From an optimization exercise on the open Yosys and OpenROAD flow, aimed at small area, a short achievable clock period and few clock cycles per item; shortcuts taken in it are not production practice. Function was checked by simulation only, so behaviour that the tests miss may differ from the original. No activity file was given, so power comes from the tool's default toggle rates.

File: design/flow/config.mk
export PLATFORM = sky130hd
export DESIGN_NAME = sql_lexer_token_classifier_core
export DESIGN_NICKNAME = sql_lexer_token_classifier_core
export VERILOG_FILES = /design/flow/design.v
export SDC_FILE = /design/flow/constraint.sdc
export NUM_CORES = 4
export LEC_CHECK = 0
export CAP_MARGIN = 20
export CORE_MARGIN = 2
export CORE_UTILIZATION = 40
export SETUP_SLACK_MARGIN = 5
export SLEW_MARGIN = 20
File: design/flow/constraint.sdc
create_clock -name core_clock -period 8.5 [get_ports {clk}]
set_input_delay 1.7000 -clock core_clock [delete_from_list [all_inputs] [get_ports {clk}]]
set_output_delay 1.7000 -clock core_clock [all_outputs]
set_load 0.01 [all_outputs]
File: design/flow/design.v
`timescale 1ns / 1ps
package sqllex_pkg;
  localparam logic [3:0] M_N   = 4'd0;    
  localparam logic [3:0] M_NS  = 4'd1;    
  localparam logic [3:0] M_ND  = 4'd2;    
  localparam logic [3:0] M_B   = 4'd4;    
  localparam logic [3:0] M_BS  = 4'd5;    
  localparam logic [3:0] M_L   = 4'd6;    
  localparam logic [3:0] M_S   = 4'd8;    
  localparam logic [3:0] M_SQ  = 4'd9;    
  localparam logic [3:0] M_W   = 4'd10;   
  localparam logic [3:0] M_NUM = 4'd11;   
endpackage
`timescale 1ns / 1ps
module sqllex_kwmatch (
  input  logic [7:0] s,
  input  logic [4:0] sym,
  output logic [7:0] ns,
  output logic       acc
);
  assign acc = s >= 8'd252;
  always_comb begin
    ns = 8'd171;
    case ({s, sym})
      {8'd0, 5'd1}: ns = 8'd1;
      {8'd0, 5'd2}: ns = 8'd2;
      {8'd0, 5'd3}: ns = 8'd3;
      {8'd0, 5'd4}: ns = 8'd4;
      {8'd0, 5'd5}: ns = 8'd5;
      {8'd0, 5'd6}: ns = 8'd6;
      {8'd0, 5'd7}: ns = 8'd7;
      {8'd0, 5'd8}: ns = 8'd8;
      {8'd0, 5'd9}: ns = 8'd9;
      {8'd0, 5'd10}: ns = 8'd10;
      {8'd0, 5'd12}: ns = 8'd11;
      {8'd0, 5'd13}: ns = 8'd12;
      {8'd0, 5'd14}: ns = 8'd13;
      {8'd0, 5'd15}: ns = 8'd14;
      {8'd0, 5'd16}: ns = 8'd15;
      {8'd0, 5'd18}: ns = 8'd16;
      {8'd0, 5'd19}: ns = 8'd17;
      {8'd0, 5'd20}: ns = 8'd18;
      {8'd0, 5'd21}: ns = 8'd19;
      {8'd0, 5'd22}: ns = 8'd20;
      {8'd0, 5'd23}: ns = 8'd21;
      {8'd1, 5'd12}: ns = 8'd22;
      {8'd1, 5'd14}: ns = 8'd23;
      {8'd1, 5'd19}: ns = 8'd252;
      {8'd1, 5'd22}: ns = 8'd24;
      {8'd2, 5'd5}: ns = 8'd25;
      {8'd2, 5'd9}: ns = 8'd26;
      {8'd2, 5'd12}: ns = 8'd27;
      {8'd2, 5'd15}: ns = 8'd28;
      {8'd2, 5'd25}: ns = 8'd252;
      {8'd3, 5'd1}: ns = 8'd29;
      {8'd3, 5'd8}: ns = 8'd30;
      {8'd3, 5'd12}: ns = 8'd31;
      {8'd3, 5'd15}: ns = 8'd32;
      {8'd3, 5'd18}: ns = 8'd33;
      {8'd3, 5'd21}: ns = 8'd34;
      {8'd4, 5'd1}: ns = 8'd35;
      {8'd4, 5'd5}: ns = 8'd36;
      {8'd4, 5'd9}: ns = 8'd37;
      {8'd5, 5'd12}: ns = 8'd38;
      {8'd5, 5'd14}: ns = 8'd23;
      {8'd5, 5'd24}: ns = 8'd39;
      {8'd6, 5'd1}: ns = 8'd40;
      {8'd6, 5'd5}: ns = 8'd41;
      {8'd6, 5'd15}: ns = 8'd42;
      {8'd6, 5'd18}: ns = 8'd43;
      {8'd6, 5'd21}: ns = 8'd44;
      {8'd7, 5'd18}: ns = 8'd45;
      {8'd8, 5'd1}: ns = 8'd46;
      {8'd9, 5'd6}: ns = 8'd252;
      {8'd9, 5'd14}: ns = 8'd253;
      {8'd9, 5'd19}: ns = 8'd252;
      {8'd10, 5'd15}: ns = 8'd47;
      {8'd11, 5'd5}: ns = 8'd48;
      {8'd11, 5'd9}: ns = 8'd49;
      {8'd11, 5'd15}: ns = 8'd50;
      {8'd11, 5'd20}: ns = 8'd51;
      {8'd12, 5'd1}: ns = 8'd52;
      {8'd12, 5'd9}: ns = 8'd53;
      {8'd13, 5'd15}: ns = 8'd54;
      {8'd13, 5'd21}: ns = 8'd55;
      {8'd13, 5'd22}: ns = 8'd22;
      {8'd14, 5'd6}: ns = 8'd252;
      {8'd14, 5'd14}: ns = 8'd252;
      {8'd14, 5'd16}: ns = 8'd56;
      {8'd14, 5'd18}: ns = 8'd254;
      {8'd14, 5'd21}: ns = 8'd57;
      {8'd15, 5'd12}: ns = 8'd58;
      {8'd15, 5'd18}: ns = 8'd59;
      {8'd16, 5'd1}: ns = 8'd60;
      {8'd16, 5'd5}: ns = 8'd61;
      {8'd16, 5'd9}: ns = 8'd62;
      {8'd16, 5'd15}: ns = 8'd63;
      {8'd16, 5'd20}: ns = 8'd51;
      {8'd17, 5'd5}: ns = 8'd64;
      {8'd17, 5'd21}: ns = 8'd65;
      {8'd17, 5'd25}: ns = 8'd66;
      {8'd18, 5'd1}: ns = 8'd67;
      {8'd18, 5'd8}: ns = 8'd56;
      {8'd18, 5'd9}: ns = 8'd68;
      {8'd18, 5'd15}: ns = 8'd69;
      {8'd18, 5'd18}: ns = 8'd70;
      {8'd18, 5'd25}: ns = 8'd71;
      {8'd19, 5'd14}: ns = 8'd72;
      {8'd19, 5'd16}: ns = 8'd73;
      {8'd20, 5'd1}: ns = 8'd74;
      {8'd21, 5'd8}: ns = 8'd75;
      {8'd22, 5'd12}: ns = 8'd252;
      {8'd23, 5'd4}: ns = 8'd252;
      {8'd24, 5'd7}: ns = 8'd252;
      {8'd25, 5'd7}: ns = 8'd47;
      {8'd25, 5'd20}: ns = 8'd76;
      {8'd26, 5'd14}: ns = 8'd77;
      {8'd27, 5'd15}: ns = 8'd78;
      {8'd28, 5'd15}: ns = 8'd79;
      {8'd29, 5'd19}: ns = 8'd80;
      {8'd30, 5'd1}: ns = 8'd42;
      {8'd31, 5'd15}: ns = 8'd81;
      {8'd32, 5'd21}: ns = 8'd82;
      {8'd33, 5'd15}: ns = 8'd83;
      {8'd34, 5'd18}: ns = 8'd84;
      {8'd35, 5'd20}: ns = 8'd80;
      {8'd36, 5'd3}: ns = 8'd85;
      {8'd36, 5'd6}: ns = 8'd86;
      {8'd36, 5'd12}: ns = 8'd87;
      {8'd37, 5'd19}: ns = 8'd88;
      {8'd38, 5'd19}: ns = 8'd89;
      {8'd39, 5'd3}: ns = 8'd90;
      {8'd39, 5'd9}: ns = 8'd91;
      {8'd40, 5'd12}: ns = 8'd29;
      {8'd41, 5'd20}: ns = 8'd92;
      {8'd42, 5'd18}: ns = 8'd252;
      {8'd43, 5'd15}: ns = 8'd93;
      {8'd44, 5'd12}: ns = 8'd22;
      {8'd44, 5'd14}: ns = 8'd94;
      {8'd45, 5'd15}: ns = 8'd95;
      {8'd46, 5'd22}: ns = 8'd96;
      {8'd253, 5'd4}: ns = 8'd97;
      {8'd253, 5'd14}: ns = 8'd98;
      {8'd253, 5'd19}: ns = 8'd99;
      {8'd253, 5'd20}: ns = 8'd100;
      {8'd47, 5'd9}: ns = 8'd101;
      {8'd48, 5'd6}: ns = 8'd54;
      {8'd49, 5'd11}: ns = 8'd80;
      {8'd50, 5'd15}: ns = 8'd102;
      {8'd50, 5'd23}: ns = 8'd98;
      {8'd51, 5'd18}: ns = 8'd103;
      {8'd52, 5'd24}: ns = 8'd252;
      {8'd53, 5'd14}: ns = 8'd255;
      {8'd54, 5'd20}: ns = 8'd252;
      {8'd55, 5'd12}: ns = 8'd22;
      {8'd55, 5'd13}: ns = 8'd104;
      {8'd56, 5'd5}: ns = 8'd101;
      {8'd254, 5'd4}: ns = 8'd98;
      {8'd57, 5'd20}: ns = 8'd98;
      {8'd58, 5'd19}: ns = 8'd105;
      {8'd59, 5'd15}: ns = 8'd106;
      {8'd60, 5'd9}: ns = 8'd29;
      {8'd61, 5'd3}: ns = 8'd107;
      {8'd61, 5'd20}: ns = 8'd108;
      {8'd62, 5'd7}: ns = 8'd109;
      {8'd63, 5'd23}: ns = 8'd110;
      {8'd64, 5'd12}: ns = 8'd111;
      {8'd64, 5'd20}: ns = 8'd252;
      {8'd65, 5'd2}: ns = 8'd112;
      {8'd65, 5'd13}: ns = 8'd252;
      {8'd66, 5'd19}: ns = 8'd113;
      {8'd67, 5'd2}: ns = 8'd114;
      {8'd68, 5'd13}: ns = 8'd115;
      {8'd69, 5'd31}: ns = 8'd116;
      {8'd70, 5'd9}: ns = 8'd93;
      {8'd70, 5'd21}: ns = 8'd80;
      {8'd71, 5'd16}: ns = 8'd80;
      {8'd72, 5'd9}: ns = 8'd117;
      {8'd73, 5'd4}: ns = 8'd118;
      {8'd73, 5'd16}: ns = 8'd98;
      {8'd74, 5'd12}: ns = 8'd119;
      {8'd74, 5'd18}: ns = 8'd120;
      {8'd75, 5'd5}: ns = 8'd121;
      {8'd75, 5'd9}: ns = 8'd114;
      {8'd76, 5'd23}: ns = 8'd122;
      {8'd77, 5'd1}: ns = 8'd123;
      {8'd78, 5'd2}: ns = 8'd252;
      {8'd79, 5'd12}: ns = 8'd124;
      {8'd80, 5'd5}: ns = 8'd252;
      {8'd81, 5'd2}: ns = 8'd252;
      {8'd81, 5'd19}: ns = 8'd80;
      {8'd82, 5'd14}: ns = 8'd54;
      {8'd83, 5'd19}: ns = 8'd125;
      {8'd84, 5'd19}: ns = 8'd126;
      {8'd85, 5'd12}: ns = 8'd127;
      {8'd85, 5'd15}: ns = 8'd128;
      {8'd86, 5'd1}: ns = 8'd129;
      {8'd87, 5'd5}: ns = 8'd35;
      {8'd88, 5'd20}: ns = 8'd130;
      {8'd89, 5'd5}: ns = 8'd252;
      {8'd89, 5'd9}: ns = 8'd131;
      {8'd90, 5'd5}: ns = 8'd132;
      {8'd91, 5'd19}: ns = 8'd133;
      {8'd91, 5'd20}: ns = 8'd252;
      {8'd92, 5'd3}: ns = 8'd134;
      {8'd93, 5'd13}: ns = 8'd252;
      {8'd94, 5'd3}: ns = 8'd135;
      {8'd95, 5'd21}: ns = 8'd102;
      {8'd96, 5'd9}: ns = 8'd136;
      {8'd97, 5'd5}: ns = 8'd52;
      {8'd98, 5'd5}: ns = 8'd42;
      {8'd99, 5'd5}: ns = 8'd137;
      {8'd99, 5'd20}: ns = 8'd42;
      {8'd100, 5'd5}: ns = 8'd138;
      {8'd100, 5'd15}: ns = 8'd252;
      {8'd101, 5'd14}: ns = 8'd252;
      {8'd102, 5'd16}: ns = 8'd252;
      {8'd103, 5'd9}: ns = 8'd93;
      {8'd255, 5'd21}: ns = 8'd125;
      {8'd104, 5'd2}: ns = 8'd98;
      {8'd105, 5'd31}: ns = 8'd139;
      {8'd106, 5'd3}: ns = 8'd140;
      {8'd107, 5'd15}: ns = 8'd141;
      {8'd108, 5'd21}: ns = 8'd142;
      {8'd109, 5'd8}: ns = 8'd54;
      {8'd110, 5'd9}: ns = 8'd23;
      {8'd110, 5'd14}: ns = 8'd143;
      {8'd110, 5'd20}: ns = 8'd144;
      {8'd111, 5'd5}: ns = 8'd145;
      {8'd112, 5'd19}: ns = 8'd146;
      {8'd113, 5'd4}: ns = 8'd118;
      {8'd114, 5'd12}: ns = 8'd80;
      {8'd115, 5'd5}: ns = 8'd147;
      {8'd116, 5'd3}: ns = 8'd148;
      {8'd116, 5'd4}: ns = 8'd118;
      {8'd116, 5'd14}: ns = 8'd149;
      {8'd117, 5'd15}: ns = 8'd101;
      {8'd118, 5'd1}: ns = 8'd35;
      {8'd119, 5'd21}: ns = 8'd150;
      {8'd120, 5'd3}: ns = 8'd151;
      {8'd121, 5'd14}: ns = 8'd252;
      {8'd121, 5'd18}: ns = 8'd80;
      {8'd122, 5'd5}: ns = 8'd56;
      {8'd123, 5'd18}: ns = 8'd152;
      {8'd124, 5'd5}: ns = 8'd153;
      {8'd125, 5'd19}: ns = 8'd252;
      {8'd126, 5'd15}: ns = 8'd42;
      {8'd127, 5'd1}: ns = 8'd154;
      {8'd128, 5'd4}: ns = 8'd80;
      {8'd129, 5'd21}: ns = 8'd155;
      {8'd130, 5'd9}: ns = 8'd156;
      {8'd131, 5'd6}: ns = 8'd252;
      {8'd132, 5'd16}: ns = 8'd135;
      {8'd133, 5'd20}: ns = 8'd125;
      {8'd134, 5'd8}: ns = 8'd252;
      {8'd135, 5'd20}: ns = 8'd72;
      {8'd136, 5'd14}: ns = 8'd24;
      {8'd137, 5'd18}: ns = 8'd54;
      {8'd138, 5'd7}: ns = 8'd98;
      {8'd138, 5'd18}: ns = 8'd157;
      {8'd139, 5'd9}: ns = 8'd158;
      {8'd140, 5'd5}: ns = 8'd159;
      {8'd141, 5'd18}: ns = 8'd23;
      {8'd142, 5'd18}: ns = 8'd101;
      {8'd143, 5'd21}: ns = 8'd93;
      {8'd144, 5'd25}: ns = 8'd71;
      {8'd145, 5'd3}: ns = 8'd54;
      {8'd146, 5'd20}: ns = 8'd42;
      {8'd147, 5'd19}: ns = 8'd160;
      {8'd148, 5'd8}: ns = 8'd30;
      {8'd149, 5'd21}: ns = 8'd161;
      {8'd150, 5'd5}: ns = 8'd125;
      {8'd151, 5'd8}: ns = 8'd162;
      {8'd152, 5'd25}: ns = 8'd105;
      {8'd153, 5'd1}: ns = 8'd101;
      {8'd154, 5'd18}: ns = 8'd80;
      {8'd155, 5'd12}: ns = 8'd54;
      {8'd156, 5'd14}: ns = 8'd145;
      {8'd157, 5'd19}: ns = 8'd111;
      {8'd158, 5'd14}: ns = 8'd163;
      {8'd159, 5'd4}: ns = 8'd164;
      {8'd160, 5'd20}: ns = 8'd165;
      {8'd161, 5'd13}: ns = 8'd104;
      {8'd162, 5'd1}: ns = 8'd166;
      {8'd163, 5'd20}: ns = 8'd167;
      {8'd164, 5'd21}: ns = 8'd154;
      {8'd165, 5'd1}: ns = 8'd168;
      {8'd166, 5'd18}: ns = 8'd169;
      {8'd167, 5'd5}: ns = 8'd170;
      {8'd168, 5'd13}: ns = 8'd102;
      {8'd169, 5'd27}: ns = 8'd252;
      {8'd170, 5'd7}: ns = 8'd98;
      default: ;
    endcase
  end
endmodule
`timescale 1ns / 1ps
module sqllex_ofifo (
  input  logic       clk,
  input  logic       rst_n,
  input  logic       in_valid,
  output logic       in_stall,
  input  logic       n_end,       
  input  logic [3:0] n_k,
  input  logic [4:0] n_s,
  input  logic       consume,     
  output logic       i_v,
  output logic       i_end,
  output logic [3:0] i_k,
  output logic [4:0] i_s
);
  logic       s_v, s_end;
  logic [3:0] s_k;
  logic [4:0] s_s;
  logic       free, taken;
  assign in_stall = s_v;
  assign taken    = in_valid && !s_v;
  assign free     = !i_v || consume;    
  always_ff @(posedge clk) begin
    if (free) begin
      i_end <= s_v ? s_end : n_end;
      i_k   <= s_v ? s_k   : n_k;
      i_s   <= s_v ? s_s   : n_s;
    end else if (taken) begin
      s_end <= n_end;
      s_k   <= n_k;
      s_s   <= n_s;
    end
    if (!rst_n) begin
      i_v <= 1'b0;
      s_v <= 1'b0;
    end else if (free) begin
      i_v <= s_v || taken;
      s_v <= 1'b0;
    end else if (taken) begin
      s_v <= 1'b1;
    end
  end
endmodule
`timescale 1ns / 1ps
module sqllex_scan (
  input  logic        clk,
  input  logic        rst_n,
  input  logic [15:0] code_unit,
  input  logic        text_end,
  output logic        n_end,
  output logic [3:0]  n_k,
  output logic [4:0]  n_s,
  input  logic        i_v,
  input  logic        i_end,
  input  logic [3:0]  i_k,
  input  logic [4:0]  i_s,
  output logic        consume,
  input  logic        out_stall,
  output logic        out_valid,
  output logic [1:0]  out_cls,
  output logic [15:0] out_start,
  output logic [16:0] out_end,
  output logic        out_last,
  output logic        out_ovf
);
  localparam logic [3:0] K_OTHER = 4'b0000;
  localparam logic [3:0] K_SLASH = 4'b0001;
  localparam logic [3:0] K_STAR  = 4'b0010;
  localparam logic [3:0] K_DASH  = 4'b0011;
  localparam logic [3:0] K_QUOTE = 4'b0100;
  localparam logic [3:0] K_CRLF  = 4'b0101;
  localparam logic [3:0] K_DOT   = 4'b0110;
  localparam logic [3:0] K_DOLH  = 4'b1000;    
  localparam logic [3:0] K_DIGIT = 4'b1001;
  localparam logic [3:0] K_LET   = 4'b1010;    
  localparam logic [3:0] K_LETE  = 4'b1011;    
  logic [7:0] c8;
  logic       hz, letter, under, two, n_wst, n_dig;
  assign c8     = code_unit[7:0];
  assign hz     = code_unit[15:8] == 8'd0;
  assign letter = hz && (c8[7:6] == 2'b01) && (c8[4:0] != 5'd0) && (c8[4:0] <= 5'd26);
  assign under  = hz && c8 == 8'h5F;
  assign two    = hz && c8 == 8'h32;
  assign n_dig  = hz && c8[7:4] == 4'h3 && c8[3:0] <= 4'd9;
  assign n_wst  = letter || under;
  assign n_end  = text_end;
  assign n_s    = n_wst ? c8[4:0] : {two, two, 1'b0, two, two};
  always_comb begin
    n_k = K_OTHER;
    if (n_wst)                                   n_k = (c8[4:0] == 5'd5) ? K_LETE : K_LET;
    else if (n_dig)                              n_k = K_DIGIT;
    else if (hz && (c8 == 8'h24 || c8 == 8'h23)) n_k = K_DOLH;
    else if (hz && c8 == 8'h2F)                  n_k = K_SLASH;
    else if (hz && c8 == 8'h2A)                  n_k = K_STAR;
    else if (hz && c8 == 8'h2D)                  n_k = K_DASH;
    else if (hz && c8 == 8'h27)                  n_k = K_QUOTE;
    else if (hz && (c8 == 8'h0D || c8 == 8'h0A)) n_k = K_CRLF;
    else if (hz && c8 == 8'h2E)                  n_k = K_DOT;
  end
  logic slash, star, dash, quote, crlf, wstart, digit, wordc, numc;
  assign slash  = i_k == K_SLASH;
  assign star   = i_k == K_STAR;
  assign dash   = i_k == K_DASH;
  assign quote  = i_k == K_QUOTE;
  assign crlf   = i_k == K_CRLF;
  assign wordc  = i_k[3];
  assign wstart = i_k[3] && i_k[1];
  assign digit  = i_k == K_DIGIT;
  assign numc   = (i_k[3] && i_k[0]) || i_k == K_DOT;
  logic [3:0]  mode_r, m_nxt, m_go;
  logic        fin_r;     
  logic        bc_r;      
  logic        pov_r;     
  logic [16:0] pos_r, pos_inc;
  logic [15:0] tb_r;
  logic [7:0]  ds_r, ds_step;
  logic        acc;
  sqllex_kwmatch u_kw (.s(ds_r), .sym(i_s), .ns(ds_step), .acc(acc));
  logic close, rescan, newtok, tokopen, bc_set;
  always_comb begin
    close  = 1'b0;      
    rescan = 1'b0;
    m_nxt  = mode_r;
    case (mode_r)
      sqllex_pkg::M_B:   m_nxt = star ? sqllex_pkg::M_BS : sqllex_pkg::M_B;
      sqllex_pkg::M_BS:  m_nxt = slash ? sqllex_pkg::M_N : (star ? sqllex_pkg::M_BS : sqllex_pkg::M_B);
      sqllex_pkg::M_L:   if (crlf) begin close = 1'b1; rescan = 1'b1; end
      sqllex_pkg::M_S:   m_nxt = quote ? sqllex_pkg::M_SQ : sqllex_pkg::M_S;
      sqllex_pkg::M_SQ:  if (quote) m_nxt = sqllex_pkg::M_S; else begin close = 1'b1; rescan = 1'b1; end
      sqllex_pkg::M_W:   if (!wordc) begin close = acc; rescan = 1'b1; end
      sqllex_pkg::M_NUM: if (!numc) begin close = 1'b1; rescan = 1'b1; end
      sqllex_pkg::M_NS:  if (star) m_nxt = sqllex_pkg::M_B; else rescan = 1'b1;
      sqllex_pkg::M_ND:  if (dash) m_nxt = sqllex_pkg::M_L; else rescan = 1'b1;
      default: rescan = 1'b1;
    endcase
    newtok = 1'b0;
    if (rescan) begin
      newtok = 1'b1;
      if (slash)       m_nxt = sqllex_pkg::M_NS;
      else if (dash)   m_nxt = sqllex_pkg::M_ND;
      else if (quote)  m_nxt = sqllex_pkg::M_S;
      else if (wstart) m_nxt = sqllex_pkg::M_W;
      else if (digit)  m_nxt = sqllex_pkg::M_NUM;
      else begin
        m_nxt  = sqllex_pkg::M_N;
        newtok = 1'b0;
      end
    end
  end
  assign bc_set  = mode_r == sqllex_pkg::M_BS && slash;
  assign tokopen = bc_set || !(m_nxt == sqllex_pkg::M_N || m_nxt == sqllex_pkg::M_NS ||
                               m_nxt == sqllex_pkg::M_ND);
  assign m_go    = (i_end && !tokopen) ? sqllex_pkg::M_N : m_nxt;
  logic offer, wait_out, go, fin_go;
  assign offer     = fin_r ? (mode_r != sqllex_pkg::M_W || acc) : (bc_r || (i_v && close));
  assign wait_out  = offer && out_stall;       
  assign go        = i_v && !fin_r && !wait_out;
  assign fin_go    = fin_r && !wait_out;
  assign consume   = go;
  assign out_valid = offer;
  assign out_start = tb_r;
  assign out_end   = pos_r;
  assign out_ovf   = (fin_r || bc_r) ? pov_r : pos_r[16];
  assign out_last  = fin_r || bc_r || !(i_end && (quote || digit));
  always_comb begin
    case (mode_r)
      sqllex_pkg::M_S, sqllex_pkg::M_SQ: out_cls = 2'd1;
      sqllex_pkg::M_W:                   out_cls = 2'd2;
      sqllex_pkg::M_NUM:                 out_cls = 2'd3;
      default:                           out_cls = 2'd0;
    endcase
  end
  assign pos_inc = pos_r[16] ? pos_r : pos_r + 17'd1;
  always_ff @(posedge clk) begin
    if (go && newtok) tb_r <= pos_r[15:0] | {16{pos_r[16]}};
    if (go) pov_r <= pos_r[16];
    if (!rst_n) begin
      mode_r <= sqllex_pkg::M_N;
      bc_r   <= 1'b0;
      fin_r  <= 1'b0;
      pos_r  <= '0;
      ds_r   <= '0;
    end else if (fin_go) begin
      mode_r <= sqllex_pkg::M_N;
      bc_r   <= 1'b0;
      fin_r  <= 1'b0;
      pos_r  <= '0;
      ds_r   <= '0;
    end else if (go) begin
      mode_r <= m_go;
      bc_r   <= bc_set;
      fin_r  <= i_end && tokopen;
      pos_r  <= (i_end && !tokopen) ? 17'd0 : pos_inc;
      ds_r   <= (m_nxt == sqllex_pkg::M_W) ? ds_step : 8'd0;
    end else if (bc_r && !wait_out) begin
      bc_r   <= 1'b0;
    end
  end
endmodule
`timescale 1ns / 1ps
module sql_lexer_token_classifier_core (
  input  logic        clk,
  input  logic        rst_n,
  input  logic        in_valid,
  output logic        in_stall,
  input  logic [15:0] in_code_unit,
  input  logic        in_text_end,
  output logic        out_valid,
  input  logic        out_stall,
  output logic [1:0]  out_token_class,
  output logic [15:0] out_token_start,
  output logic [16:0] out_token_end,
  output logic        out_run_last,
  output logic        out_offset_overflow
);
  logic       n_end, consume, i_v, i_end;
  logic [3:0] n_k, i_k;
  logic [4:0] n_s, i_s;
  sqllex_ofifo u_q (
    .clk      (clk),
    .rst_n    (rst_n),
    .in_valid (in_valid),
    .in_stall (in_stall),
    .n_end    (n_end),
    .n_k      (n_k),
    .n_s      (n_s),
    .consume  (consume),
    .i_v      (i_v),
    .i_end    (i_end),
    .i_k      (i_k),
    .i_s      (i_s)
  );
  sqllex_scan u_scan (
    .clk       (clk),
    .rst_n     (rst_n),
    .code_unit (in_code_unit),
    .text_end  (in_text_end),
    .n_end     (n_end),
    .n_k       (n_k),
    .n_s       (n_s),
    .i_v       (i_v),
    .i_end     (i_end),
    .i_k       (i_k),
    .i_s       (i_s),
    .consume   (consume),
    .out_stall (out_stall),
    .out_valid (out_valid),
    .out_cls   (out_token_class),
    .out_start (out_token_start),
    .out_end   (out_token_end),
    .out_last  (out_run_last),
    .out_ovf   (out_offset_overflow)
  );
endmodule
File: design/flow/flow/run.sh
#!/bin/bash
# Layout: the standard flow (standard.sh, all steps, standard synthesis) with one
# change: the buffers that ORFS puts on the input and output ports at global placement
# are sky130_fd_sc_hd__buf_2 instead of ORFS's default pick (a delay buffer cell).
# Each port still gets its own buffer. The whole make output goes to standard.log; the
# ORFS tools' own logs stay under orfs/logs/.
set -euo pipefail
cp config.mk config_ports.mk
echo 'export BUFFER_PORTS_ARGS = -buffer_cell sky130_fd_sc_hd__buf_2' >> config_ports.mk
sed "s#DESIGN_CONFIG=[^ ]*config.mk#DESIGN_CONFIG=$PWD/config_ports.mk#" standard.sh > standard_ports.sh
grep -q "config_ports.mk" standard_ports.sh
bash standard_ports.sh > standard.log 2>&1
test -f out/final.def
File: design/flow/standard.sh
#!/bin/bash
# synth_recipe.tcl (not shown) runs the flow's synth.tcl, then flattens the netlist and writes it again
# the make line also repeats each setting of config.mk as NAME=value (left out here)
make -C /OpenROAD-flow-scripts/flow DESIGN_CONFIG=/design/flow/config.mk WORK_HOME=/design/flow/orfs CLKGATE_MAP_FILE= SYNTH_SCRIPT=/design/flow/synth_recipe.tcl "${@:-finish}"
==> results.ini, run 1 <==
[status]
status=complete, no violations

[critical_path]
r2r_end=u_scan.ds_r[0]$_SDFFE_PP0P_
end_kind=primary output
cpMaxStageDelayCell=dfxtp_2
crit_chain=nand2b_1 -> nor3_1 -> a311oi_2 -> a211oi_2 -> buf_2
path_delay_family=simple AND/OR/NAND/NOR gates
crit-reg2reg-launch=u_q.i_s[1]$_DFFE_PP_
crit_required_ps=6800
worst-path-buf-inv=1
path_class=reg -> out
crit_cells=5
r2r_cells=10
worstPathArrival_ps=1970
worstPathMaxFanout=12
start_kind=flip-flop
r2r_slack_ps=4980
max_stage_delay_ps=380

[global_routing]
antenna_found_initial=0
grt_usage_pct=39.9
grt_overflow=0
grt_max_degree=41
grt_pass1_wl_um=59900
grt_pass1_vias=8936

[logic_synthesis]
synth_flop_cell=edfxtp_1
ys_seq_area_share_pct=22.9
synth_area_leader_cell=edfxtp_1
synth_area_leaders=edfxtp_1 14%, dfxtp_1 8.5%, nand2_1 4.4%
synth_edf_count=37
syn_area_mm2=0.00774
async_flop_share_pct=0
yosysUniqueCellTypes=96
synth-seq-cells=70
synth.top_cell.area_share_pct=14.4
avgSynthCellArea_um2=7.63
synth_cells=1014
yosysWarningCount=3
syn-num-nets=1036

[sta]
fin_tns_setup_ps=0
setup_violations=0
rsz0062_at_grt=yes
hold_viol=0
maxSlewHeadroom_pct=11.6
clock_skew_ps=8.86
finalCritPeriodShare_pct=43.1
tightest_slew_ps=1320
period_minus_slack_ps=3670
max_freq_mhz=273
finalMaxSlewViolations=0
whs_ps=516

[routing]
post_drt_wl_per_cell_um=32.0
drt_iter0_drc=1538
num_vias=9768
antenna_left=0
firstDrtPassIters=8
avgViaCountPerCell=7.54
drcViolationCount=0
drt-total-wl_um=41500

[cells_and_area]
diodes=0
nFillCells=1895
fin_nets=1052
final_cell_mix=89 x nand2_1, 86 x nor2_1, 65 x a21oi_1
final_common_cell=nand2_1
final_core_util_pct=46.5
drive_gt1_share_pct=24.2
stdcell_count=1295
syn_to_final_growth_pct=13.2

[die]
die-area_mm2=0.0205
die_h_um=143
start_util_pct=41.1
core_area_mm2=0.0188
row_count=50
chipWidth_um=143
ios=60

[clock_tree]
ctsHtreeMaxLevel=3
clkLatencyLatePin_ps=340
clock_path_buffers=2
path_clk_slew_ps=60
cts_root_buffer=clkbuf_16
cts_tree=done
cts.sinks=70
cts_buffers=9

[worst_hold_path]
min-delay-start=u_scan.pos_r[8]$_SDFFE_PP0P_
hold-path-endpoint=u_scan.pos_r[8]$_SDFFE_PP0P_
hold_class=reg -> reg
hold_depth=2

[pwr]
powerDensity_mw_per_mm2=101
peakVddDrop_mv=0.119
cellLeakagePower_nw=2.98
finalPower_uw=883

[flow_run]
maxCapViolCount=0

[placed_design]
placed_cells=1265
gp_congestion=1.11
dp_hpwl_um=28900
portBuffers=59

[worst reg2reg max path: stages (launching register included)]
cell,delay (ps)
edfxtp_1,350
buf_4,280
or4bb_1,250
buf_4,280
nor2_1,310
o2bb2a_1,390
and3_1,210
nor3b_1,540
nand4_1,230
nor4_1,400
a31oi_1,140
[how the worst max path moves through the flow]
| stage | to | from |
|---|---|---|
| 6_report | out_valid | u_scan.mode_r[2]$_SDFFE_PP0P_ |
| 3_5_place_dp | u_q.s_s[1]$_DFFE_PP_ | out_stall |
| 4_1_cts | out_valid | u_q.i_k[1]$_DFFE_PP_ |
| 3_3_place_gp | u_q.s_s[0]$_DFFE_PP_ | out_stall |
| 5_1_grt | out_valid | u_scan.mode_r[2]$_SDFFE_PP0P_ |
| 2_1_floorplan | u_scan.tb_r[0]$_DFFE_PP_ | out_stall |
[report_power, final]
group	switching [mW]	internal, mW	leakage, nW
Sequential	0.00839	0.363	0.668
Combinational	0.110	0.0542	2.18
Clock	0.150	0.198	0.126
Total	0.268	0.615	2.98
[layer usage]
metal / track usage [%] / part of all wire (%) / vias to the layer above
met5: 0 / 0 / -
met2: 55.0 / 39 / 868
met1: 50.7 / 37 / 4603
li1: - / - / 4039
met4: 23.1 / 8.2 / 0
met3: 18.4 / 15 / 258
[logic make-up after synthesis]
| family | share of synthesized area, % |
|---|---|
| AND/OR/NAND/NOR | 39.3 |
| AO/OA/AOI/OAI | 27.1 |
| buffers and inverters | 7.95 |
| flip-flops | 22.9 |
| multiplexers | 1.86 |
| XOR/XNOR | 0.566 |
| adder cells (fa/ha/maj) | 0.291 |
[layout make-up]
class                   count  area, um^2  share of cell area (%)
multi-input cells         828        5600                    63.9
flip-flops and latches     70        1790                    20.4
repair buffers            112         741                    8.45
well taps                 260         325                    3.71
clock buffers               9         225                    2.57
clock inverters             7        48.8                   0.557
inverters                   9        38.8                   0.443
[timing repair]
item | CTS | global route
endpoints found under the hold margin | 0 | 0
buffers inserted | 13 | 1
pin swaps | 6 | 1
resized for setup | 26 | 24
endpoints found under the setup margin | 65 | 39
hold buffers | 0 | 0
[synthesized netlist by cell type (6+ instances only)]
library cell	n
nand2_1	91
o221ai_1	8
and3_1	12
nand3_1	43
nor2_1	87
inv_1	8
or4_1	14
nor4_1	28
or2_2	23
o32ai_1	13
or3b_2	6
or4bb_1	9
nand2b_1	9
a21o_1	8
clkbuf_1	49
nor2b_1	12
nor3b_1	10
or3_1	10
a21oi_1	67
or4b_2	9
buf_2	34
a32oi_1	7
nand4b_1	10
or3b_1	7
and4b_1	7
a22oi_1	23
buf_6	16
a211oi_1	7
o22ai_1	35
a31oi_1	14
o21ai_0	58
dfxtp_1	33
nor4bb_1	12
nor3_1	21
nor4b_1	14
mux2_2	11
edfxtp_1	37
nand4_1	33
[per-stage QoR]
stage	cell area (um^2)	worst slack (ps)
after floorplan	7750	5050
after global placement	8170	4200
after detailed placement	8170	4160
after CTS	8640	4890
after global routing	8760	4750
final	8760	4830
[flip-flops by register name, indices dropped and copies added, names as in the netlist]
signal,flops
u_scan.pos_r,17
u_scan.tb_r,16
u_scan.ds_r,8
u_q.i_s,5
u_q.s_s,5
u_q.i_k,4
u_q.s_k,4
u_scan.mode_r,4
u_q.i_end,1
u_q.i_v,1
u_q.s_end,1
u_q.s_v,1
u_scan.bc_r,1
u_scan.fin_r,1
u_scan.pov_r,1
Testbench counts, summed over its fixed seeds: cycles 30,831, chars 30,799.
==> run 2, diff against run 1 <==
==> design/flow/run.sh (new file) <==
#!/bin/bash
# synth_recipe.tcl (not shown) runs the flow's synth.tcl, then flattens the netlist and writes it again
# the make line also repeats each setting of config.mk as NAME=value (left out here)
make -C /OpenROAD-flow-scripts/flow DESIGN_CONFIG=/design/flow/config.mk WORK_HOME=/design/flow/orfs CLKGATE_MAP_FILE= SYNTH_SCRIPT=/design/flow/synth_recipe.tcl finish
removed: design/flow/flow/run.sh
removed: design/flow/standard.sh
==> run 2 against run 1 <==
Net effect: still clean on timing, DRC and antenna; routed wire length down 0.19%; clock power up 5%; first-iteration DRC count up 24%; via count up 0.31%; global-route usage up 0.089 points; sequential cell count unchanged; area after synthesis unchanged; hold slack better by 9.8 ps; critical path depth unchanged; clock-buffer cell count up 2; sequential power about the same; critical path type unchanged.
==> results.ini, run 2 <==
[status]
status=complete, no violations

[clock_tree]
cts_tree=done
cts_root_buffer=clkbuf_16
holdBufCountCts=0  ; unchanged
path_clk_slew_ps=60  ; about the same
cts_buffers=9  ; unchanged
clock_path_buffers=2  ; unchanged
ctsHtreeMaxLevel=3  ; unchanged
cts.sinks=70  ; unchanged
clkLatencyLatePin_ps=330  ; about the same

[logic_synthesis]
avgSynthCellArea_um2=7.63  ; unchanged
synth.top_cell.area_share_pct=14.4  ; unchanged
synth_edf_count=37  ; unchanged
synth_area_leader_cell=edfxtp_1
async_flop_share_pct=0  ; unchanged
yosysMostFrequentCell=nand2_1
synth_cells=1014  ; unchanged
netlist_top_cells_count=91 x nand2_1, 87 x nor2_1, 67 x a21oi_1
syn-num-nets=1036  ; unchanged
syn_area_mm2=0.00774  ; unchanged
yosysWarningCount=3  ; unchanged
synth_flop_cell=edfxtp_1
ys_seq_area_share_pct=22.9  ; unchanged
synth-seq-cells=70  ; unchanged
yosysUniqueCellTypes=96  ; unchanged
synth_area_leaders=edfxtp_1 14%, dfxtp_1 8.5%, nand2_1 4.4%

[die]
core_area_mm2=0.0188  ; unchanged
start_util_pct=41.1  ; unchanged
die-area_mm2=0.0205  ; unchanged
ios=60  ; unchanged
die_h_um=143  ; unchanged
row_count=50  ; unchanged
chipWidth_um=143  ; unchanged

[critical_path]
end_kind=primary output
start_kind=flip-flop
worstPathArrival_ps=2000  ; +30 ps
path_class=reg -> out
worstPathMaxFanout=5  ; -7
crit_required_ps=6800  ; about the same
r2r_cells=10  ; unchanged

[flow_run]
maxCapViolCount=0  ; unchanged

[cells_and_area]
stdcell_count=1300  ; +0.39%
final_area_mm2=0.00909  ; +3.7%
final_common_cell=nand2_1
drive_gt1_share_pct=19.0  ; -5.2 points
reg_top3=u_scan.pos_r (17), u_scan.tb_r (16), u_scan.ds_r (8)
syn_to_final_growth_pct=17.5
top_register=u_scan.pos_r
nFillCells=1894  ; -0.053%
largest_reg_flops=17  ; unchanged
fin_nets=1055  ; +0.29%
final_cell_mix=87 x nand2_1, 83 x nor2_1, 64 x a21oi_1

[placed_design]
gp_congestion=1.13  ; +1.1%
placed_cells=1264  ; -0.079%
dp_hpwl_um=28200  ; -2.4%
post_dp_cell_area_mm2=0.00845  ; +3.4%
portBuffers=59  ; unchanged

[routing]
num_vias=9798  ; +0.31%
antenna_left=0  ; unchanged
drt_iter0_drc=1906  ; +24%
drt-total-wl_um=41400  ; -0.19%
post_drt_wl_per_cell_um=31.9  ; -0.58%
drcViolationCount=0  ; unchanged
firstDrtPassIters=7  ; -1
avgViaCountPerCell=7.54  ; about the same

[global_routing]
grt_overflow=0  ; unchanged
grt_pass1_vias=9086  ; +1.7%
grt_pass1_wl_um=60000  ; +0.22%
grt_usage_pct=40.0  ; +0.089 points
antenna_found_initial=1  ; +1
grt_max_degree=41  ; unchanged

[sta]
fin_tns_setup_ps=0  ; unchanged
rsz0062_at_grt=yes
setup_violations=0  ; unchanged
clock_skew_ps=5.48  ; -3.38 ps
finalMaxSlewViolations=0  ; unchanged
period_minus_slack_ps=3700  ; +32.0 ps
tightest_slew_ps=1180  ; -135 ps
maxSlewHeadroom_pct=20.6  ; +9.0 points
hold_viol=0  ; unchanged
max_freq_mhz=270  ; -0.86%
finalCritPeriodShare_pct=43.5  ; +0.38 points

[pwr]
powerDensity_mw_per_mm2=100  ; -0.37%
peakVddDrop_mv=0.116  ; -2.5%
finalPower_uw=913  ; +3.4%
cellLeakagePower_nw=2.94  ; -1.2%

[worst_hold_path]
hold_depth=2  ; unchanged
hold_class=reg -> reg

==> run 2: cell type report <==
cell class	count	area (um^2)	share of cell area [%]
multi-input combinational	828	5590	61.4
sequential	70	1790	19.7
timing repair buffer	115	1060	11.7
tap	260	325	3.58
clock buffer	11	233	2.56
clock inverter	5	51.3	0.564
inverter	9	38.8	0.427
antenna	2	5.00	0.0551
==> run 2: what timing repair did <==
action | CTS | global route
setup buffers | 14 | 4
pin swaps | 5 | 5
endpoints found under the setup margin | 76 | 46
resized for setup | 37 | 28
==> run 2: cell families (layout without fill, tap and decap cells) <==
| logic type | Yosys count | count (layout) | share of synthesized area, % |
|---|---|---|---|
| other | 0 | 2 | 0 |
| xor gates and xnor gates | 5 | 5 | 0.566 |
| muxes | 13 | 13 | 1.86 |
| AOI/OAI and AO/OA | 306 | 306 | 27.1 |
| and+or+nand+nor | 502 | 502 | 39.3 |
| DFF | 70 | 70 | 22.9 |
| buffers and inverters | 116 | 140 | 7.95 |
| adders and majority gates | 2 | 2 | 0.291 |
==> run 2: metal layers <==
metal	global-route usage, %	vias to the layer above	routed length, um
li1	-	4046	-
met1	50.5	4528	15400
met2	54.0	926	15900
met3	20.6	296	6640
met4	23.0	2	3440
met5	0	-	51
==> run 2: worst max-delay path: stages, from the launching register on <==
cell      delay [ps]
edfxtp_1         510
or4b_4           580
o21ai_2          180
o21a_4           160
a211oi_2          70
buf_2            160
==> run 2: through the flow <==
| stage | hold slack, ps | util, % | worst slack (ps) |
|---|---|---|---|
| 6_report | 526 | 48.3 | 4800 |
| 5_1_grt | 561 | 48.2 | 4750 |
| 4_1_cts | 522 | 47.4 | 4830 |
| 3_5_place_dp | 510 | 44.9 | 3750 |
| 3_3_place_gp | 499 | 44.8 | 3800 |
| 2_1_floorplan | 507 | - | 5050 |
==> run 2: where the power goes <==
part / total, mW / internal [mW] / switching [mW]
Sequential: 0.371 / 0.363 / 0.00874
Combinational: 0.174 / 0.0627 / 0.112
Clock: 0.367 / 0.225 / 0.141
==> run 2: worst paths after layout <==
path / from / end / slack [ps]
setup / recovery: u_q.i_k[1]$_DFFE_PP_ / out_valid / 4800
hold / removal: u_scan.pos_r[8]$_SDFFE_PP0P_ / u_scan.pos_r[8]$_SDFFE_PP0P_ / 530
setup reg to reg: u_scan.ds_r[1]$_SDFFE_PP0P_ / u_scan.ds_r[1]$_SDFFE_PP0P_ / 4950
hold reg to reg: u_scan.pos_r[8]$_SDFFE_PP0P_ / u_scan.pos_r[8]$_SDFFE_PP0P_ / 530
==> run 3, diff against run 2 <==
--- a/design/flow/design.v
+++ b/design/flow/design.v
@@ -16,11 +16,11 @@
   input  logic [7:0] s,
   input  logic [4:0] sym,
   output logic [7:0] ns,
-  output logic       acc
+  output logic       nacc    
 );
-  assign acc = s >= 8'd252;
   always_comb begin
-    ns = 8'd171;
+    ns   = 8'd171;
+    nacc = 1'b0;
     case ({s, sym})
       {8'd0, 5'd1}: ns = 8'd1;
       {8'd0, 5'd2}: ns = 8'd2;
@@ -45,13 +45,13 @@
       {8'd0, 5'd23}: ns = 8'd21;
       {8'd1, 5'd12}: ns = 8'd22;
       {8'd1, 5'd14}: ns = 8'd23;
-      {8'd1, 5'd19}: ns = 8'd252;
+      {8'd1, 5'd19}: begin ns = 8'd252; nacc = 1'b1; end
       {8'd1, 5'd22}: ns = 8'd24;
       {8'd2, 5'd5}: ns = 8'd25;
       {8'd2, 5'd9}: ns = 8'd26;
       {8'd2, 5'd12}: ns = 8'd27;
       {8'd2, 5'd15}: ns = 8'd28;
-      {8'd2, 5'd25}: ns = 8'd252;
+      {8'd2, 5'd25}: begin ns = 8'd252; nacc = 1'b1; end
       {8'd3, 5'd1}: ns = 8'd29;
       {8'd3, 5'd8}: ns = 8'd30;
       {8'd3, 5'd12}: ns = 8'd31;
@@ -71,9 +71,9 @@
       {8'd6, 5'd21}: ns = 8'd44;
       {8'd7, 5'd18}: ns = 8'd45;
       {8'd8, 5'd1}: ns = 8'd46;
-      {8'd9, 5'd6}: ns = 8'd252;
-      {8'd9, 5'd14}: ns = 8'd253;
-      {8'd9, 5'd19}: ns = 8'd252;
+      {8'd9, 5'd6}: begin ns = 8'd252; nacc = 1'b1; end
+      {8'd9, 5'd14}: begin ns = 8'd253; nacc = 1'b1; end
+      {8'd9, 5'd19}: begin ns = 8'd252; nacc = 1'b1; end
       {8'd10, 5'd15}: ns = 8'd47;
       {8'd11, 5'd5}: ns = 8'd48;
       {8'd11, 5'd9}: ns = 8'd49;
@@ -84,10 +84,10 @@
       {8'd13, 5'd15}: ns = 8'd54;
       {8'd13, 5'd21}: ns = 8'd55;
       {8'd13, 5'd22}: ns = 8'd22;
-      {8'd14, 5'd6}: ns = 8'd252;
-      {8'd14, 5'd14}: ns = 8'd252;
+      {8'd14, 5'd6}: begin ns = 8'd252; nacc = 1'b1; end
+      {8'd14, 5'd14}: begin ns = 8'd252; nacc = 1'b1; end
       {8'd14, 5'd16}: ns = 8'd56;
-      {8'd14, 5'd18}: ns = 8'd254;
+      {8'd14, 5'd18}: begin ns = 8'd254; nacc = 1'b1; end
       {8'd14, 5'd21}: ns = 8'd57;
       {8'd15, 5'd12}: ns = 8'd58;
       {8'd15, 5'd18}: ns = 8'd59;
@@ -109,9 +109,9 @@
       {8'd19, 5'd16}: ns = 8'd73;
       {8'd20, 5'd1}: ns = 8'd74;
       {8'd21, 5'd8}: ns = 8'd75;
-      {8'd22, 5'd12}: ns = 8'd252;
-      {8'd23, 5'd4}: ns = 8'd252;
-      {8'd24, 5'd7}: ns = 8'd252;
+      {8'd22, 5'd12}: begin ns = 8'd252; nacc = 1'b1; end
+      {8'd23, 5'd4}: begin ns = 8'd252; nacc = 1'b1; end
+      {8'd24, 5'd7}: begin ns = 8'd252; nacc = 1'b1; end
       {8'd25, 5'd7}: ns = 8'd47;
       {8'd25, 5'd20}: ns = 8'd76;
       {8'd26, 5'd14}: ns = 8'd77;
@@ -133,7 +133,7 @@
       {8'd39, 5'd9}: ns = 8'd91;
       {8'd40, 5'd12}: ns = 8'd29;
       {8'd41, 5'd20}: ns = 8'd92;
-      {8'd42, 5'd18}: ns = 8'd252;
+      {8'd42, 5'd18}: begin ns = 8'd252; nacc = 1'b1; end
       {8'd43, 5'd15}: ns = 8'd93;
       {8'd44, 5'd12}: ns = 8'd22;
       {8'd44, 5'd14}: ns = 8'd94;
@@ -149,9 +149,9 @@
       {8'd50, 5'd15}: ns = 8'd102;
       {8'd50, 5'd23}: ns = 8'd98;
       {8'd51, 5'd18}: ns = 8'd103;
-      {8'd52, 5'd24}: ns = 8'd252;
-      {8'd53, 5'd14}: ns = 8'd255;
-      {8'd54, 5'd20}: ns = 8'd252;
+      {8'd52, 5'd24}: begin ns = 8'd252; nacc = 1'b1; end
+      {8'd53, 5'd14}: begin ns = 8'd255; nacc = 1'b1; end
+      {8'd54, 5'd20}: begin ns = 8'd252; nacc = 1'b1; end
       {8'd55, 5'd12}: ns = 8'd22;
       {8'd55, 5'd13}: ns = 8'd104;
       {8'd56, 5'd5}: ns = 8'd101;
@@ -165,9 +165,9 @@
       {8'd62, 5'd7}: ns = 8'd109;
       {8'd63, 5'd23}: ns = 8'd110;
       {8'd64, 5'd12}: ns = 8'd111;
-      {8'd64, 5'd20}: ns = 8'd252;
+      {8'd64, 5'd20}: begin ns = 8'd252; nacc = 1'b1; end
       {8'd65, 5'd2}: ns = 8'd112;
-      {8'd65, 5'd13}: ns = 8'd252;
+      {8'd65, 5'd13}: begin ns = 8'd252; nacc = 1'b1; end
       {8'd66, 5'd19}: ns = 8'd113;
       {8'd67, 5'd2}: ns = 8'd114;
       {8'd68, 5'd13}: ns = 8'd115;
@@ -184,10 +184,10 @@
       {8'd75, 5'd9}: ns = 8'd114;
       {8'd76, 5'd23}: ns = 8'd122;
       {8'd77, 5'd1}: ns = 8'd123;
-      {8'd78, 5'd2}: ns = 8'd252;
+      {8'd78, 5'd2}: begin ns = 8'd252; nacc = 1'b1; end
       {8'd79, 5'd12}: ns = 8'd124;
-      {8'd80, 5'd5}: ns = 8'd252;
-      {8'd81, 5'd2}: ns = 8'd252;
+      {8'd80, 5'd5}: begin ns = 8'd252; nacc = 1'b1; end
+      {8'd81, 5'd2}: begin ns = 8'd252; nacc = 1'b1; end
       {8'd81, 5'd19}: ns = 8'd80;
       {8'd82, 5'd14}: ns = 8'd54;
       {8'd83, 5'd19}: ns = 8'd125;
@@ -197,13 +197,13 @@
       {8'd86, 5'd1}: ns = 8'd129;
       {8'd87, 5'd5}: ns = 8'd35;
       {8'd88, 5'd20}: ns = 8'd130;
-      {8'd89, 5'd5}: ns = 8'd252;
+      {8'd89, 5'd5}: begin ns = 8'd252; nacc = 1'b1; end
       {8'd89, 5'd9}: ns = 8'd131;
       {8'd90, 5'd5}: ns = 8'd132;
       {8'd91, 5'd19}: ns = 8'd133;
-      {8'd91, 5'd20}: ns = 8'd252;
+      {8'd91, 5'd20}: begin ns = 8'd252; nacc = 1'b1; end
       {8'd92, 5'd3}: ns = 8'd134;
-      {8'd93, 5'd13}: ns = 8'd252;
+      {8'd93, 5'd13}: begin ns = 8'd252; nacc = 1'b1; end
       {8'd94, 5'd3}: ns = 8'd135;
       {8'd95, 5'd21}: ns = 8'd102;
       {8'd96, 5'd9}: ns = 8'd136;
@@ -212,9 +212,9 @@
       {8'd99, 5'd5}: ns = 8'd137;
       {8'd99, 5'd20}: ns = 8'd42;
       {8'd100, 5'd5}: ns = 8'd138;
-      {8'd100, 5'd15}: ns = 8'd252;
-      {8'd101, 5'd14}: ns = 8'd252;
-      {8'd102, 5'd16}: ns = 8'd252;
+      {8'd100, 5'd15}: begin ns = 8'd252; nacc = 1'b1; end
+      {8'd101, 5'd14}: begin ns = 8'd252; nacc = 1'b1; end
+      {8'd102, 5'd16}: begin ns = 8'd252; nacc = 1'b1; end
       {8'd103, 5'd9}: ns = 8'd93;
       {8'd255, 5'd21}: ns = 8'd125;
       {8'd104, 5'd2}: ns = 8'd98;
@@ -238,21 +238,21 @@
       {8'd118, 5'd1}: ns = 8'd35;
       {8'd119, 5'd21}: ns = 8'd150;
       {8'd120, 5'd3}: ns = 8'd151;
-      {8'd121, 5'd14}: ns = 8'd252;
+      {8'd121, 5'd14}: begin ns = 8'd252; nacc = 1'b1; end
       {8'd121, 5'd18}: ns = 8'd80;
       {8'd122, 5'd5}: ns = 8'd56;
       {8'd123, 5'd18}: ns = 8'd152;
       {8'd124, 5'd5}: ns = 8'd153;
-      {8'd125, 5'd19}: ns = 8'd252;
+      {8'd125, 5'd19}: begin ns = 8'd252; nacc = 1'b1; end
       {8'd126, 5'd15}: ns = 8'd42;
       {8'd127, 5'd1}: ns = 8'd154;
       {8'd128, 5'd4}: ns = 8'd80;
       {8'd129, 5'd21}: ns = 8'd155;
       {8'd130, 5'd9}: ns = 8'd156;
-      {8'd131, 5'd6}: ns = 8'd252;
+      {8'd131, 5'd6}: begin ns = 8'd252; nacc = 1'b1; end
       {8'd132, 5'd16}: ns = 8'd135;
       {8'd133, 5'd20}: ns = 8'd125;
-      {8'd134, 5'd8}: ns = 8'd252;
+      {8'd134, 5'd8}: begin ns = 8'd252; nacc = 1'b1; end
       {8'd135, 5'd20}: ns = 8'd72;
       {8'd136, 5'd14}: ns = 8'd24;
       {8'd137, 5'd18}: ns = 8'd54;
@@ -288,7 +288,7 @@
       {8'd166, 5'd18}: ns = 8'd169;
       {8'd167, 5'd5}: ns = 8'd170;
       {8'd168, 5'd13}: ns = 8'd102;
-      {8'd169, 5'd27}: ns = 8'd252;
+      {8'd169, 5'd27}: begin ns = 8'd252; nacc = 1'b1; end
       {8'd170, 5'd7}: ns = 8'd98;
       default: ;
     endcase
@@ -303,12 +303,17 @@
   input  logic       n_end,       
   input  logic [3:0] n_k,
   input  logic [4:0] n_s,
+  input  logic [2:0] n_f,         
   input  logic       consume,     
   output logic       i_v,
   output logic       i_end,
   output logic [3:0] i_k,
-  output logic [4:0] i_s
+  output logic [4:0] i_s,
+  output logic [2:0] i_f
 );
+  function automatic logic [2:0] flags(input logic [3:0] k);
+    flags = {k == 4'b0101, k == 4'b0100, (k[3] && k[0]) || k == 4'b0110};
+  endfunction
   logic       s_v, s_end;
   logic [3:0] s_k;
   logic [4:0] s_s;
@@ -318,10 +323,12 @@
   assign free     = !i_v || consume;    
   always_ff @(posedge clk) begin
     if (free) begin
-      i_end <= s_v ? s_end : n_end;
-      i_k   <= s_v ? s_k   : n_k;
-      i_s   <= s_v ? s_s   : n_s;
-    end else if (taken) begin
+      i_end <= s_v ? s_end    : n_end;
+      i_k   <= s_v ? s_k      : n_k;
+      i_s   <= s_v ? s_s      : n_s;
+      i_f   <= s_v ? flags(s_k) : n_f;
+    end
+    if (!s_v) begin
       s_end <= n_end;
       s_k   <= n_k;
       s_s   <= n_s;
@@ -346,10 +353,12 @@
   output logic        n_end,
   output logic [3:0]  n_k,
   output logic [4:0]  n_s,
+  output logic [2:0]  n_f,
   input  logic        i_v,
   input  logic        i_end,
   input  logic [3:0]  i_k,
   input  logic [4:0]  i_s,
+  input  logic [2:0]  i_f,
   output logic        consume,
   input  logic        out_stall,
   output logic        out_valid,
@@ -393,16 +402,17 @@
     else if (hz && (c8 == 8'h0D || c8 == 8'h0A)) n_k = K_CRLF;
     else if (hz && c8 == 8'h2E)                  n_k = K_DOT;
   end
+  assign n_f = {n_k == K_CRLF, n_k == K_QUOTE, (n_k[3] && n_k[0]) || n_k == K_DOT};
   logic slash, star, dash, quote, crlf, wstart, digit, wordc, numc;
   assign slash  = i_k == K_SLASH;
   assign star   = i_k == K_STAR;
   assign dash   = i_k == K_DASH;
-  assign quote  = i_k == K_QUOTE;
-  assign crlf   = i_k == K_CRLF;
+  assign quote  = i_f[1];
+  assign crlf   = i_f[2];
   assign wordc  = i_k[3];
   assign wstart = i_k[3] && i_k[1];
   assign digit  = i_k == K_DIGIT;
-  assign numc   = (i_k[3] && i_k[0]) || i_k == K_DOT;
+  assign numc   = i_f[0];
   logic [3:0]  mode_r, m_nxt, m_go;
   logic        fin_r;     
   logic        bc_r;      
@@ -410,9 +420,13 @@
   logic [16:0] pos_r, pos_inc;
   logic [15:0] tb_r;
   logic [7:0]  ds_r, ds_step;
-  logic        acc;
-  sqllex_kwmatch u_kw (.s(ds_r), .sym(i_s), .ns(ds_step), .acc(acc));
+  logic        acc;       
+  logic        nacc;
+  sqllex_kwmatch u_kw (.s(ds_r), .sym(i_s), .ns(ds_step), .nacc(nacc));
   logic close, rescan, newtok, tokopen, bc_set;
+  logic m_l, m_sq, m_w, m_num;
+  logic close_o;      
+  assign close_o = (m_l && crlf) || (m_sq && !quote) || (m_w && !wordc && acc) || (m_num && !numc);
   always_comb begin
     close  = 1'b0;      
     rescan = 1'b0;
@@ -448,7 +462,7 @@
                                m_nxt == sqllex_pkg::M_ND);
   assign m_go    = (i_end && !tokopen) ? sqllex_pkg::M_N : m_nxt;
   logic offer, wait_out, go, fin_go;
-  assign offer     = fin_r ? (mode_r != sqllex_pkg::M_W || acc) : (bc_r || (i_v && close));
+  assign offer     = fin_r ? (!m_w || acc) : (bc_r || (i_v && close_o));
   assign wait_out  = offer && out_stall;       
   assign go        = i_v && !fin_r && !wait_out;
   assign fin_go    = fin_r && !wait_out;
@@ -476,18 +490,25 @@
       fin_r  <= 1'b0;
       pos_r  <= '0;
       ds_r   <= '0;
+      acc    <= 1'b0;
+      {m_l, m_sq, m_w, m_num} <= 4'b0000;
     end else if (fin_go) begin
       mode_r <= sqllex_pkg::M_N;
       bc_r   <= 1'b0;
       fin_r  <= 1'b0;
       pos_r  <= '0;
       ds_r   <= '0;
+      acc    <= 1'b0;
+      {m_l, m_sq, m_w, m_num} <= 4'b0000;
     end else if (go) begin
       mode_r <= m_go;
+      {m_l, m_sq, m_w, m_num} <= {m_go == sqllex_pkg::M_L, m_go == sqllex_pkg::M_SQ,
+                                  m_go == sqllex_pkg::M_W, m_go == sqllex_pkg::M_NUM};
       bc_r   <= bc_set;
       fin_r  <= i_end && tokopen;
       pos_r  <= (i_end && !tokopen) ? 17'd0 : pos_inc;
       ds_r   <= (m_nxt == sqllex_pkg::M_W) ? ds_step : 8'd0;
+      acc    <= (m_nxt == sqllex_pkg::M_W) && nacc;
     end else if (bc_r && !wait_out) begin
       bc_r   <= 1'b0;
     end
@@ -512,6 +533,7 @@
   logic       n_end, consume, i_v, i_end;
   logic [3:0] n_k, i_k;
   logic [4:0] n_s, i_s;
+  logic [2:0] n_f, i_f;
   sqllex_ofifo u_q (
     .clk      (clk),
     .rst_n    (rst_n),
@@ -520,11 +542,13 @@
     .n_end    (n_end),
     .n_k      (n_k),
     .n_s      (n_s),
+    .n_f      (n_f),
     .consume  (consume),
     .i_v      (i_v),
     .i_end    (i_end),
     .i_k      (i_k),
-    .i_s      (i_s)
+    .i_s      (i_s),
+    .i_f      (i_f)
   );
   sqllex_scan u_scan (
     .clk       (clk),
@@ -534,10 +558,12 @@
     .n_end     (n_end),
     .n_k       (n_k),
     .n_s       (n_s),
+    .n_f       (n_f),
     .i_v       (i_v),
     .i_end     (i_end),
     .i_k       (i_k),
     .i_s       (i_s),
+    .i_f       (i_f),
     .consume   (consume),
     .out_stall (out_stall),
     .out_valid (out_valid),
==> design/flow/flow/run.sh (new file) <==
#!/bin/bash
# Layout: the standard flow (standard.sh, all steps, standard synthesis) with one
# change: the buffers that ORFS puts on the input and output ports at global placement
# are sky130_fd_sc_hd__buf_2 instead of ORFS's default pick (a delay buffer cell).
# Each port still gets its own buffer. The whole make output goes to standard.log; the
# ORFS tools' own logs stay under orfs/logs/.
set -euo pipefail
cp config.mk config_ports.mk
echo 'export BUFFER_PORTS_ARGS = -buffer_cell sky130_fd_sc_hd__buf_2' >> config_ports.mk
sed "s#DESIGN_CONFIG=[^ ]*config.mk#DESIGN_CONFIG=$PWD/config_ports.mk#" standard.sh > standard_ports.sh
grep -q "config_ports.mk" standard_ports.sh
bash standard_ports.sh > standard.log 2>&1
test -f out/final.def
==> design/flow/standard.sh (new file) <==
#!/bin/bash
# synth_recipe.tcl (not shown) runs the flow's synth.tcl, then flattens the netlist and writes it again
# the make line also repeats each setting of config.mk as NAME=value (left out here)
make -C /OpenROAD-flow-scripts/flow DESIGN_CONFIG=/design/flow/config.mk WORK_HOME=/design/flow/orfs CLKGATE_MAP_FILE= SYNTH_SCRIPT=/design/flow/synth_recipe.tcl "${@:-finish}"
removed: design/flow/run.sh
==> run 3 against run 2 <==
Net effect: maximum frequency rose by 3.7%; global-route usage fell by 1.4 points; hold slack got worse by 76 ps; critical path depth rose by 4; largest cell class unchanged; largest power group unchanged; area after synthesis fell by 1.3%; via count rose by 0.12%; register-to-register slack got worse by 20 ps.
==> results.ini, run 3 <==
[worst_hold_path]
hold_depth=2  ; unchanged
min-delay-start=u_q.s_s[3]$_DFF_P_
hold_class=reg -> reg
hold-path-endpoint=u_q.s_s[3]$_DFF_P_

[critical_path]
crit-reg2reg-launch=u_q.i_s[3]$_DFFE_PP_
cpMaxStageDelayCell=or4b_1
start_kind=flip-flop
worstPathMaxFanout=15  ; +10
worst-path-buf-inv=1  ; unchanged
max_stage_delay_ps=570  ; about the same
worstPathArrival_ps=3820  ; +1820 ps
crit_chain=buf_4 -> or4b_2 -> nor3_1 -> a222oi_1 -> nand4_1 -> or4b_1 -> or4_1 -> nand4b_4 -> a32oi_1
path_delay_family=simple AND/OR/NAND/NOR gates
crit_required_ps=8750  ; +1950 ps
end_kind=flip-flop
r2r_cells=9  ; -1
r2r_end=u_scan.ds_r[5]$_SDFFE_PP0P_
path_class=reg -> reg
r2r_slack_ps=4930  ; -20 ps

[sta]
clock_skew_ps=8.94  ; +3.46 ps
fin_tns_setup_ps=0  ; unchanged
finalCritPeriodShare_pct=42.0  ; -1.6 points
finalMaxSlewViolations=0  ; unchanged
tightest_slew_ps=1120  ; -56.4 ps
hold_viol=0  ; unchanged
fin_ws_ps=4930  ; +132 ps
max_freq_mhz=280  ; +3.7%
period_minus_slack_ps=3570  ; -132 ps
maxSlewHeadroom_pct=24.1  ; +3.5 points
rsz0062_at_grt=no
setup_violations=0  ; unchanged

[routing]
drt-total-wl_um=40200  ; -3.0%
drt_iter0_drc=1727  ; -9.4%
antenna_left=0  ; unchanged
post_drt_wl_per_cell_um=30.2  ; -5.1%
drcViolationCount=0  ; unchanged
num_vias=9810  ; +0.12%
firstDrtPassIters=8  ; +1
avgViaCountPerCell=7.38  ; -2.1%

[clock_tree]
path_clk_slew_ps=60  ; about the same
cts_root_buffer=clkbuf_16
clock_path_buffers=2  ; unchanged
cts_buffers=9  ; unchanged
holdBufCountCts=0  ; unchanged
clkLatencyLatePin_ps=340  ; about the same
ctsHtreeMaxLevel=3  ; unchanged
cts.sinks=78  ; +11%
cts_tree=done

[logic_synthesis]
synth_area_leader_cell=dfxtp_1
ys_seq_area_share_pct=24.4  ; +1.5 points
netlist_top_cells_count=127 x nor2_1, 82 x nand2_1, 81 x o21ai_0
syn_area_mm2=0.00764  ; -1.3%
yosysWarningCount=3  ; unchanged
synth_area_leaders=dfxtp_1 13%, edfxtp_1 12%, nor2_1 6.2%
async_flop_share_pct=0  ; unchanged
synth_cells=1054  ; +3.9%
synth.top_cell.area_share_pct=12.6  ; -1.8 points
yosysMostFrequentCell=nor2_1
avgSynthCellArea_um2=7.25  ; -5.0%
syn-num-nets=1076  ; +3.9%
yosysUniqueCellTypes=91  ; -5.2%
synth-seq-cells=78  ; +11%
synth_flop_cell=dfxtp_1
synth_edf_count=30  ; -19%

[global_routing]
grt_pass1_wl_um=58000  ; -3.4%
antenna_found_initial=3  ; +2
grt_usage_pct=38.6  ; -1.4 points
grt_max_degree=34  ; -17%
grt_pass1_vias=8568  ; -5.7%
grt_overflow=0  ; unchanged

[placed_design]
dp_hpwl_um=28100  ; -0.26%
gp_congestion=1.16  ; +2.9%
placed_cells=1278  ; +1.1%
portBuffers=59  ; unchanged
pre_cts_ws_ps=4530  ; +779 ps

[pwr]
cellLeakagePower_nw=3.23  ; +9.9%
finalPower_mw=1.03  ; +13%
peakVddDrop_mv=0.120  ; +3.2%
powerDensity_mw_per_mm2=117  ; +17%

[cells_and_area]
largest_reg_flops=17  ; unchanged
fin_nets=1111  ; +5.3%
drive_gt1_share_pct=20.5  ; +1.5 points
reg_top3=u_scan.pos_r (17), u_scan.tb_r (16), u_scan.ds_r (8)
final_core_util_pct=46.8  ; -1.5 points
nFillCells=1898  ; +0.21%
stdcell_count=1329  ; +2.2%
syn_to_final_growth_pct=14.5
final_cell_mix=124 x nor2_1, 80 x nand2_1, 78 x o21ai_0
top_register=u_scan.pos_r
final_common_cell=nor2_1

[die]
die_h_um=142  ; -0.63%
start_util_pct=40.8  ; -0.26 points
die-area_mm2=0.0202  ; -1.3%
chipWidth_um=142  ; -0.63%
core_area_mm2=0.0187  ; -0.66%
ios=60  ; unchanged
row_count=50  ; unchanged

[flow_run]
maxCapViolCount=0  ; unchanged

[status]
status=complete, no violations

## run 3: cell types whose count changed in the layout (fill, tap and decap cells not counted), sizes merged, moves of 9 or more
| cell | change |
|---|---|
| nor4 | +11 |
| nand3b | +9 |
| o22ai | -10 |
| dfxtp | +15 |
| nor2 | +43 |
| nor3 | +39 |
| nand2 | -10 |
| nand2b | +12 |
| o21ai | +30 |
| o32ai | -12 |
| nor4bb | -12 |
| nand4 | -11 |
| buf | +64 |
| clkdlybuf4s50 | -54 |
## run 3: where the power goes
part	total, mW	internal, mW	leakage, nW	switching, mW
clock	0.389	0.230	0.147	0.159
sequential	0.417	0.403	0.699	0.0137
combinational	0.222	0.0733	2.39	0.148
total	1.03	0.706	3.23	0.321
## run 3: through the flow
| step | hold WS, ps | cell area (um^2) |
|---|---|---|
| after floorplan | 427 | 7680 |
| after global placement | 437 | 7970 |
| after detailed placement | 444 | 7970 |
| after CTS | 452 | 8490 |
| after global routing | 471 | 8750 |
| final | 450 | 8750 |
## run 3: cell families (layout without fill, tap and decap cells)
| kind of cell | count (synthesis) | count (layout) | synth area share (%) |
|---|---|---|---|
| and+or+nand+nor | 555 | 556 | 41.2 |
| AOI/OAI and AO/OA | 294 | 294 | 25.0 |
| buffers and inverters | 112 | 151 | 7.57 |
| DFF | 78 | 78 | 24.4 |
| xor gates and xnor gates | 7 | 7 | 0.803 |
| muxes | 7 | 7 | 0.966 |
| adders and majority gates | 1 | 1 | 0.164 |
| other | 0 | 1 | 0 |
## run 3: repair_timing
item                       in CTS  in global routing
gates cloned                    0                  1
pin swaps                       0                  8
setup endpoints to repair       9                 14
buffers inserted               20                 13
gates resized for setup        18                 34
## run 3: worst max path at each step
stage,from,end,slack [ps],cells past startpoint
floorplan,in_code_unit[10],u_q.i_f[2]$_DFFE_PP_,5030,7
global route,u_q.i_s[0]$_DFFE_PP_,u_scan.ds_r[5]$_SDFFE_PP0P_,5010,11
finish,u_q.i_s[3]$_DFFE_PP_,u_scan.ds_r[5]$_SDFFE_PP0P_,4930,9
CTS,u_q.i_s[4]$_DFFE_PP_,u_scan.ds_r[5]$_SDFFE_PP0P_,5000,9
detailed placement,u_q.i_s[0]$_DFFE_PP_,u_scan.ds_r[0]$_SDFFE_PP0P_,4530,8
global placement,u_q.i_s[3]$_DFFE_PP_,u_scan.ds_r[5]$_SDFFE_PP0P_,4470,9
## run 3: layer usage
layer	routed length (um)	global-route usage [%]
met1	15600	51.6
met2	15500	51.7
met3	6170	17.2
met4	2870	20.5
met5	16	0
## run 3: worst reg2reg max path, delay by kind of cell (launching register included)
family          cells  cell delay (ps)
simple gates        6             2240
buf+inv             1              230
compound gates      2              570
flops               1              440
## run 3: final cells by class
type                       count  area (um^2)  share of cell area [%]
inverter                      16         61.3                   0.701
clock buffer                  10          229                    2.62
timing repair buffer         119          777                    8.88
clock inverter                 6         70.1                   0.801
multi-input combinational    865         5450                    62.2
sequential                    78         1870                    21.4
antenna                        1         2.50                  0.0286
tap                          234          293                    3.35
Testbench counts of run 3, summed over its fixed seeds: cycles 30,831, chars 30,799.

[port drivers added, routing unchanged]
The flow's constraints put no driver on any port. The routed layouts listed below were extracted and timed again, unchanged, in two steps.
Step 1: set_driving_cell puts a clkbuf_16 on clk and a buf_2 on each other input, an assumption about the parent block.
Step 2 also shifts input and output timing later by t, the mid clock arrival at the registers, as if the neighbouring blocks saw the same clock.
a / b / c = ideal / step 1 / step 2; a / b = the first two.
| run | t (ns) | setup WS [ns] | clock arrival spread, ns | worst slew at a driven data input, ns | cell pins on the clock port's net |
|---|---|---|---|---|---|
| run 1 | 0.377 | 4.833 / 4.789 / 4.845 | 0.009 / 0.009 | 0.03 | 1 |
| run 2 | 0.369 | 4.801 / 4.762 / 4.599 | 0.005 / 0.006 | 0.04 | 1 |
| run 3 | 0.372 | 4.933 / 4.933 / 4.757 | 0.009 / 0.009 | 0.05 | 1 |
After both steps setup and hold are still met in every run listed. The setup slack of run 2, which loses most, moves by -0.039 ns with the drivers and by -0.202 ns with both steps.
